Background: an optimization exercise with open tools, aiming at small area and a short achievable clock period. Do not read the settings as production practice. Where RTL was checked, it was by simulation tests only, not by an equivalence proof against the original.

P:
==> flow/design.v (excerpt) <==
module varcic_mc #(
  parameter int STAGES    = 5,
  parameter int IN_WIDTH  = 18,
  parameter int OUT_WIDTH = 18,
  parameter int ACC_WIDTH = 48,
  parameter int CHANNELS  = 2
) (
  input  logic                          clock,
  input  logic                          reset,
  input  logic [5:0]                    decimation,
  input  logic [5:0]                    out_shift,
  input  logic                          in_strobe,
  input  logic [CHANNELS*IN_WIDTH-1:0]  in_data,
  output logic                          out_strobe,
  output logic [CHANNELS*OUT_WIDTH-1:0] out_data,
  output logic                          overflow
);
Settings: LEC_CHECK=0, CAP_MARGIN=10, CORE_MARGIN=2, CORE_UTILIZATION=65, CTS_BUF_LIST=sky130_fd_sc_hd__clkbuf_8, SLEW_MARGIN=10, SYNTH_HIERARCHICAL=1, SYNTH_MINIMUM_KEEP_SIZE=0; clock period 16.0 ns.
standard.sh (not shown) runs the stock make flow with config.mk's settings and CLKGATE_MAP_FILE= SYNTH_SCRIPT=/design/flow/synth_recipe.tcl, a recipe that flattens the netlist after the stock synthesis.
==> flow/flow/run.sh <==
#!/bin/bash
set -euo pipefail
export SETUP_SLACK_MARGIN=11.1
bash standard.sh > standard_flow.log 2>&1
P finished end to end and its layout was clean on timing, DRC and antenna.
--- input diff P..Q ---
Settings: CAP_MARGIN: 10 -> 20; CORE_UTILIZATION: 65 -> 55; SLEW_MARGIN: 10 -> 20.
==> flow/flow/run.sh <==
#!/bin/bash
set -euo pipefail
export SETUP_SLACK_MARGIN=11.3
bash standard.sh > standard_flow.log 2>&1
Findings:
Q closes out successfully: all stages finished, all timing, DRC and antenna checks passed.
On Q: number of non-clock buffers in the layout is 13% higher than what P gave.
P ended up with in -> reg as its critical path start-end classification; Q ended up with reg -> reg.
Launching instance or port of the critical path = ias0[35]$_SDFFCE_PP0P_: Q; launching instance or port of the critical path = out_shift[5]: P
Cell area in Q is about 2.4% higher than in P
[inputs] R vs Q
Settings: a deleted CTS_BUF_LIST that had been sky130_fd_sc_hd__clkbuf_8; a change of CORE_UTILIZATION from 55 to 40.
==> comparison <==
The higher ratio of final minimum period to clock period of R and Q is in R. For the floorplan die area, R came in 37% higher than Q did. Lower fraction of area in multi-input gates goes to R over Q. R against Q: post-route standard cell area excluding fillers has increased, non-clock buffer contribution to total cell area moved up, amount of wire on met3 after detailed routing barely changed. The lower cell count came out of Q. Re worst hold margin: Q was lower than R. Relative area change from synthesis to final layout delta for R relative to Q: 2.8 points higher. Data arrival time of the critical path: R and Q compared, lower one is R.
Input changes introduced in S (baseline for comparison: R):
Settings: SLEW_MARGIN: 20 -> 10; CORE_UTILIZATION: 40 -> 65; CAP_MARGIN: 20 -> 10; CTS_BUF_LIST: unset -> sky130_fd_sc_hd__clkbuf_16; CTS_CLUSTER_SIZE: unset -> 20.
--- outcome ---
Having completed the whole flow, R delivered a layout that passed the timing, design-rule and antenna checks.
S: all stages done; final checks FAILED (antenna violations).
Taking R as the reference, in S sequential share of cell area moved up; total area of sequential cells level.

========
## lane 1
Another version of the RTL of varcic_mc (not shown whole).
For scale: ~7000 cells after synthesis, about 1300 flip-flops, about 89 I/O pins, about 93000 sq um of cells after synthesis.
==> flow/config.mk <==
export PLATFORM = sky130hd
export DESIGN_NAME = varcic_mc
export DESIGN_NICKNAME = varcic_mc
export VERILOG_FILES = /design/flow/design.v
export SDC_FILE = /design/flow/constraint.sdc
export NUM_CORES = 4
export LEC_CHECK = 0
export CAP_MARGIN = 20
export CORE_MARGIN = 2
export CORE_UTILIZATION = 55
export CTS_BUF_LIST = sky130_fd_sc_hd__clkbuf_16
export CTS_CLUSTER_DIAMETER = 90
export CTS_CLUSTER_SIZE = 27
export GPL_ROUTABILITY_DRIVEN = 0
export SLEW_MARGIN = 20
export SYNTH_HIERARCHICAL = 1
export SYNTH_MINIMUM_KEEP_SIZE = 0
==> flow/constraint.sdc <==
create_clock -name core_clock -period 16.0 [get_ports {clock}]
set_input_delay 3.2000 -clock core_clock [delete_from_list [all_inputs] [get_ports {clock}]]
set_output_delay 3.2000 -clock core_clock [all_outputs]
set_load 0.01 [all_outputs]
==> flow/flow/run.sh <==
#!/bin/bash
set -euo pipefail
export SETUP_SLACK_MARGIN=11.45
export BUFFER_PORTS_ARGS="-buffer_cell sky130_fd_sc_hd__buf_4"
bash standard.sh > standard_flow.log 2>&1
What lane 2 does differently from lane 1 at the input level:
- clearing GPL_ROUTABILITY_DRIVEN, which used to be 0
==> comparison <==
- Compared to lane 1, lane 2 has least setup slack across all paths after layout 0.039 ns higher.
- From lane 1 to lane 2, count of non-CTS inverters in the layout did not move at all.
- Met1 track demand over resource: lane 2 vs lane 1 up 2.3 points
- For the detailed-placement wirelength estimate, lane 2 came in 12000 microns higher than lane 1 did.
- In terms of number of placed cells counting well taps, lane 2 and lane 1 differ only marginally.
No functional check of the RTL was part of any run of this note.

========
The RTL this note starts from:
==> flow/design.v <==
module varcic_mc #(
  parameter int STAGES    = 5,
  parameter int IN_WIDTH  = 18,
  parameter int OUT_WIDTH = 18,
  parameter int ACC_WIDTH = 48,
  parameter int CHANNELS  = 2
) (
  input  logic                          clock,
  input  logic                          reset,
  input  logic [5:0]                    decimation,
  input  logic [5:0]                    out_shift,
  input  logic                          in_strobe,
  input  logic [CHANNELS*IN_WIDTH-1:0]  in_data,
  output logic                          out_strobe,
  output logic [CHANNELS*OUT_WIDTH-1:0] out_data,
  output logic                          overflow
);
  localparam int W = ACC_WIDTH;
  logic [5:0]   dec_eff;
  logic [5:0]   r_lat;
  logic         r_one;
  logic [5:0]   cnt;
  logic [5:0]   s_cur;
  logic [4:0]   s_lat;
  logic [W-1:0] k_rnd;
  logic [29:0]  s_mask;
  logic         dec_change;
  logic         clr;
  logic         comb_strobe;
  logic [2:0]   flush_cnt;
  logic         flush_done;
  logic         out_en;
  logic [W-1:0] ias [CHANNELS];      
  logic [W-1:0] iac [CHANNELS];      
  logic [W-1:0] ih  [CHANNELS][4];   
  logic [W-1:0] ch  [CHANNELS][5];   
  logic [W-1:0] gs  [CHANNELS];
  logic [W-1:0] gc  [CHANNELS];
  logic [W-1:0] ia_bin [CHANNELS];
  logic [W-1:0] nas [CHANNELS];
  logic [W-1:0] nac [CHANNELS];
  logic [W-1:0] ngs [CHANNELS];
  logic [W-1:0] ngc [CHANNELS];
  logic [W-1:0] c_rnd [CHANNELS];
  logic [OUT_WIDTH-1:0] sat_val [CHANNELS];
  logic [CHANNELS-1:0]  sat_hit;
  logic                          out_strobe_r;
  logic [CHANNELS*OUT_WIDTH-1:0] out_data_r;
  logic                          overflow_r;
  assign dec_eff    = (decimation == 6'd0) ? 6'd1 : decimation;
  assign dec_change = (dec_eff != r_lat);
  assign clr        = reset | dec_change;
  assign s_cur      = (out_shift > 6'd30) ? 6'd30 : out_shift;
  assign flush_done = (flush_cnt == 3'd5);
  assign out_en     = comb_strobe & flush_done & ~clr;
  assign out_strobe = out_strobe_r;
  assign out_data   = out_data_r;
  assign overflow   = overflow_r;
  always_comb begin
    k_rnd = '0;
    if (s_cur != 6'd0) k_rnd[s_cur - 6'd1] = 1'b1;
  end
  function automatic logic [2*W-1:0] csa(input logic [W-1:0] a, input logic [W-1:0] b,
                                         input logic [W-1:0] d, input logic cin);
    logic [W-1:0] s, c;
    s = a ^ b ^ d;
    c = {(a[W-2:0] & b[W-2:0]) | (a[W-2:0] & d[W-2:0]) | (b[W-2:0] & d[W-2:0]), cin};
    csa = {c, s};
  endfunction
  always_comb begin
    for (int k = 0; k < CHANNELS; k++) begin
      logic [W-1:0] x;
      logic [W-1:0] s1, c1, s2, c2, ws, wc, s4, c4, s5, c5, s6, c6;
      logic [W-1:0] p1, q1, vs, vc, t3s, t3c, t4s, t4c, hs, hc, ga, gb;
      logic [W-1:0] u1s, u1c, u2s, u2c;
      x = {{(W - IN_WIDTH){in_data[k*IN_WIDTH + IN_WIDTH - 1]}}, in_data[k*IN_WIDTH +: IN_WIDTH]};
      {c1, s1} = csa(ias[k], iac[k], ~ih[k][2], 1'b1);
      {c2, s2} = csa(s1, c1, {ih[k][1][W-2:0], 1'b0}, 1'b0);
      {wc, ws} = csa(s2, c2, {~ih[k][0][W-2:0], 1'b1}, 1'b1);
      {c4, s4} = csa(ws, wc, {ws[W-3:0], 2'b00}, 1'b0);
      {c5, s5} = csa(s4, c4, {wc[W-3:0], 2'b00}, 1'b0);
      {c6, s6} = csa(s5, c5, ih[k][3], 1'b0);
      {nac[k], nas[k]} = csa(s6, c6, x, 1'b0);
      ia_bin[k] = ias[k] + iac[k];
      {q1, p1}   = csa(ch[k][3], ~ch[k][0], {ch[k][1][W-2:0], 1'b0}, 1'b1);
      {vc, vs}   = csa(p1, q1, {~ch[k][2][W-2:0], 1'b1}, 1'b1);
      {t3c, t3s} = csa(vs, vc, {vs[W-3:0], 2'b00}, 1'b0);
      {t4c, t4s} = csa(t3s, t3c, {vc[W-3:0], 2'b00}, 1'b0);
      {hc, hs}   = csa(t4s, t4c, ~ch[k][4], 1'b1);
      ga = r_one ? x : hs;
      gb = r_one ? '0 : hc;
      {ngc[k], ngs[k]} = csa(ga, gb, k_rnd, 1'b0);
      {u1c, u1s} = csa(ias[k], iac[k], gs[k], 1'b0);
      {u2c, u2s} = csa(u1s, u1c, gc[k], 1'b0);
      c_rnd[k] = u2s + u2c;
    end
  end
  always_comb begin
    s_mask = '0;
    for (int j = 0; j < 30; j++) s_mask[j] = (5'(j) >= s_lat);
  end
  always_comb begin
    for (int k = 0; k < CHANNELS; k++) begin
      logic [W-1:0] sh;
      logic [29:0]  diff;
      logic         same;
      sh = c_rnd[k] >> s_lat;
      for (int j = 0; j < 30; j++) diff[j] = c_rnd[k][j+17] ^ c_rnd[k][j+18];
      same = ~|(diff & s_mask);
      sat_hit[k] = ~same;
      sat_val[k] = same ? sh[OUT_WIDTH-1:0] : {c_rnd[k][W-1], {(OUT_WIDTH-1){~c_rnd[k][W-1]}}};
    end
  end
  always_ff @(posedge clock) begin
    s_lat       <= s_cur[4:0];
    r_lat       <= dec_eff;
    r_one       <= (dec_eff == 6'd1);
    comb_strobe <= 1'b0;
    if (clr) begin
      cnt <= 6'd0;
    end else if (in_strobe) begin
      if (cnt == r_lat - 6'd1) begin
        cnt         <= 6'd0;
        comb_strobe <= 1'b1;
      end else begin
        cnt <= cnt + 6'd1;
      end
    end
    if (clr) begin
      flush_cnt <= 3'd0;
    end else if (comb_strobe && !flush_done) begin
      flush_cnt <= flush_cnt + 3'd1;
    end
    out_strobe_r <= out_en;
    if (reset) begin
      out_data_r <= '0;
      overflow_r <= 1'b0;
    end else if (out_en) begin
      for (int k = 0; k < CHANNELS; k++) begin
        out_data_r[k*OUT_WIDTH +: OUT_WIDTH] <= sat_val[k];
      end
      if (|sat_hit) overflow_r <= 1'b1;
    end
  end
  always_ff @(posedge clock) begin
    for (int k = 0; k < CHANNELS; k++) begin
      gs[k] <= ngs[k];
      gc[k] <= ngc[k];
      if (in_strobe) begin
        ias[k]   <= r_one ? '0 : nas[k];
        iac[k]   <= r_one ? '0 : nac[k];
        ih[k][0] <= ia_bin[k];
        for (int i = 1; i < 4; i++) ih[k][i] <= ih[k][i-1];
      end
      if (comb_strobe) begin
        ch[k][0] <= ia_bin[k];
        for (int i = 1; i < 5; i++) ch[k][i] <= ch[k][i-1];
      end
    end
  end
endmodule
Settings: LEC_CHECK=0, CAP_MARGIN=20, CORE_MARGIN=2, CORE_UTILIZATION=60, CTS_BUF_LIST=sky130_fd_sc_hd__clkbuf_8, SLEW_MARGIN=20; clock period 16.0 ns.
==> flow/flow/run.sh <==
#!/bin/bash
set -euo pipefail
export SETUP_SLACK_MARGIN=11
bash standard.sh > standard_flow.log 2>&1
The starting point produced a clean layout.
Rerun with:
==> flow/run.sh (new file) <==
#!/bin/bash
# synth_recipe.tcl (not shown) runs the flow's synth.tcl, then flattens the netlist and writes it again
# the make line also repeats each setting of config.mk as NAME=value (left out here)
make -C /OpenROAD-flow-scripts/flow DESIGN_CONFIG=/design/flow/config.mk WORK_HOME=/design/flow/orfs CLKGATE_MAP_FILE= SYNTH_SCRIPT=/design/flow/synth_recipe.tcl finish
CORE_UTILIZATION = 40   (was 60)
CTS_BUF_LIST = unset   (was sky130_fd_sc_hd__clkbuf_8)
SETUP_SLACK_MARGIN = 5   (was unset)
removed: flow/flow/run.sh
removed: flow/standard.sh
Result: Sequential share of layout area rose by 0.54 points. Non-clock buffer count fell by 193. Worst hold slack loses 0.012 ns. Setup slack loses 1.5 ns. Routed wire length rose by 2.0%. Cell area fell by 1.5%. Synthesized area does not change. Register-to-register slack loses 1.4 ns.
Rerun with:
==> flow/flow/run.sh (new file) <==
#!/bin/bash
set -euo pipefail
export SETUP_SLACK_MARGIN=12
bash standard.sh > standard_flow.log 2>&1
==> flow/standard.sh (new file) <==
#!/bin/bash
# synth_recipe.tcl (not shown) runs the flow's synth.tcl, then flattens the netlist and writes it again
# the make line also repeats each setting of config.mk as NAME=value (left out here)
make -C /OpenROAD-flow-scripts/flow DESIGN_CONFIG=/design/flow/config.mk WORK_HOME=/design/flow/orfs CLKGATE_MAP_FILE= SYNTH_SCRIPT=/design/flow/synth_recipe.tcl "${@:-finish}"
CORE_UTILIZATION = 60   (was 40)
SETUP_SLACK_MARGIN = unset   (was 5)
removed: flow/run.sh
After rerunning: Via count grows by 4.6%. Maximum frequency grows by 27%. Utilization grows by 27 points. Design area grows by 6.5%. Worst setup slack gains 1.5 ns. Area after synthesis does not change. Wire length grows by about 3%. Global-route usage grows by 11 points. Die area shrinks by 33%.
Rerun with:
==> flow/flow/run.sh (replaced) <==
#!/bin/bash
set -euo pipefail
export SETUP_SLACK_MARGIN=11
bash standard.sh > standard_flow.log 2>&1
CORE_UTILIZATION = 40   (was 60)
After rerunning: Worst setup slack improves by 0.14 ns. Core utilization shrinks by 25 points. Area after synthesis does not change. Die area rose by 49%. Wire length shrinks by 5.7%.

-- re-timing with driven ports --
No port has a modelled driver above. Below, the same layouts with a new extraction and two added sets of constraints. Step 1: set_driving_cell puts a clkbuf_16 on clock and a buf_2 on each other input, an assumption about the parent block. Step 2, shift: input delay + t, output delay - t, t = (earliest + latest rising clock arrival at the registers) / 2. This alone moves slack from input paths to output paths. Three values: no drivers, after step 1, after step 2; two values: the first two.
run | t (ns) | slack for setup (ns) | worst hold slack (ns) | worst register clock-pin slew, ns | worst data-port slew with drivers (ns)
P | 1.008 | 10.976 / 10.965 / 9.957 | 0.416 / 0.416 / 0.416 | 0.08 / 0.08 | 0.18
Q | 1.025 | 11.159 / 11.159 / 10.201 | 0.413 / 0.413 / 0.413 | 0.07 / 0.07 | 0.12
R | 0.883 | 11.106 / 11.116 / 10.233 | 0.417 / 0.417 / 0.417 | 0.07 / 0.07 | 0.12
S | 0.855 | 11.181 / 11.142 / 10.286 | 0.415 / 0.415 / 0.415 | 0.07 / 0.07 | 0.20
lane 1 | 0.795 | 10.947 / 10.947 / 10.281 | 0.430 / 0.430 / 0.430 | 0.11 / 0.11 | 0.09
lane 2 | 0.798 | 10.986 / 10.986 / 10.354 | 0.431 / 0.431 / 0.431 | 0.11 / 0.11 | 0.09
the first run of note 3 | 1.026 | 10.421 / 10.421 / 9.693 | 0.417 / 0.417 / 0.417 | 0.09 / 0.09 | 0.06
the second run of note 3 | 0.903 | 8.929 / 8.994 / 8.091 | 0.405 / 0.405 / 0.405 | 0.07 / 0.07 | 0.19
the third run of note 3 | 0.859 | 10.433 / 10.433 / 9.860 | 0.414 / 0.414 / 0.414 | 0.07 / 0.07 | 0.14
the fourth run of note 3 | 0.899 | 10.578 / 10.578 / 9.774 | 0.420 / 0.420 / 0.420 | 0.07 / 0.07 | 0.20
For P, which loses most, drivers alone change the setup slack by -0.011 ns; drivers and shift together by -1.019 ns.
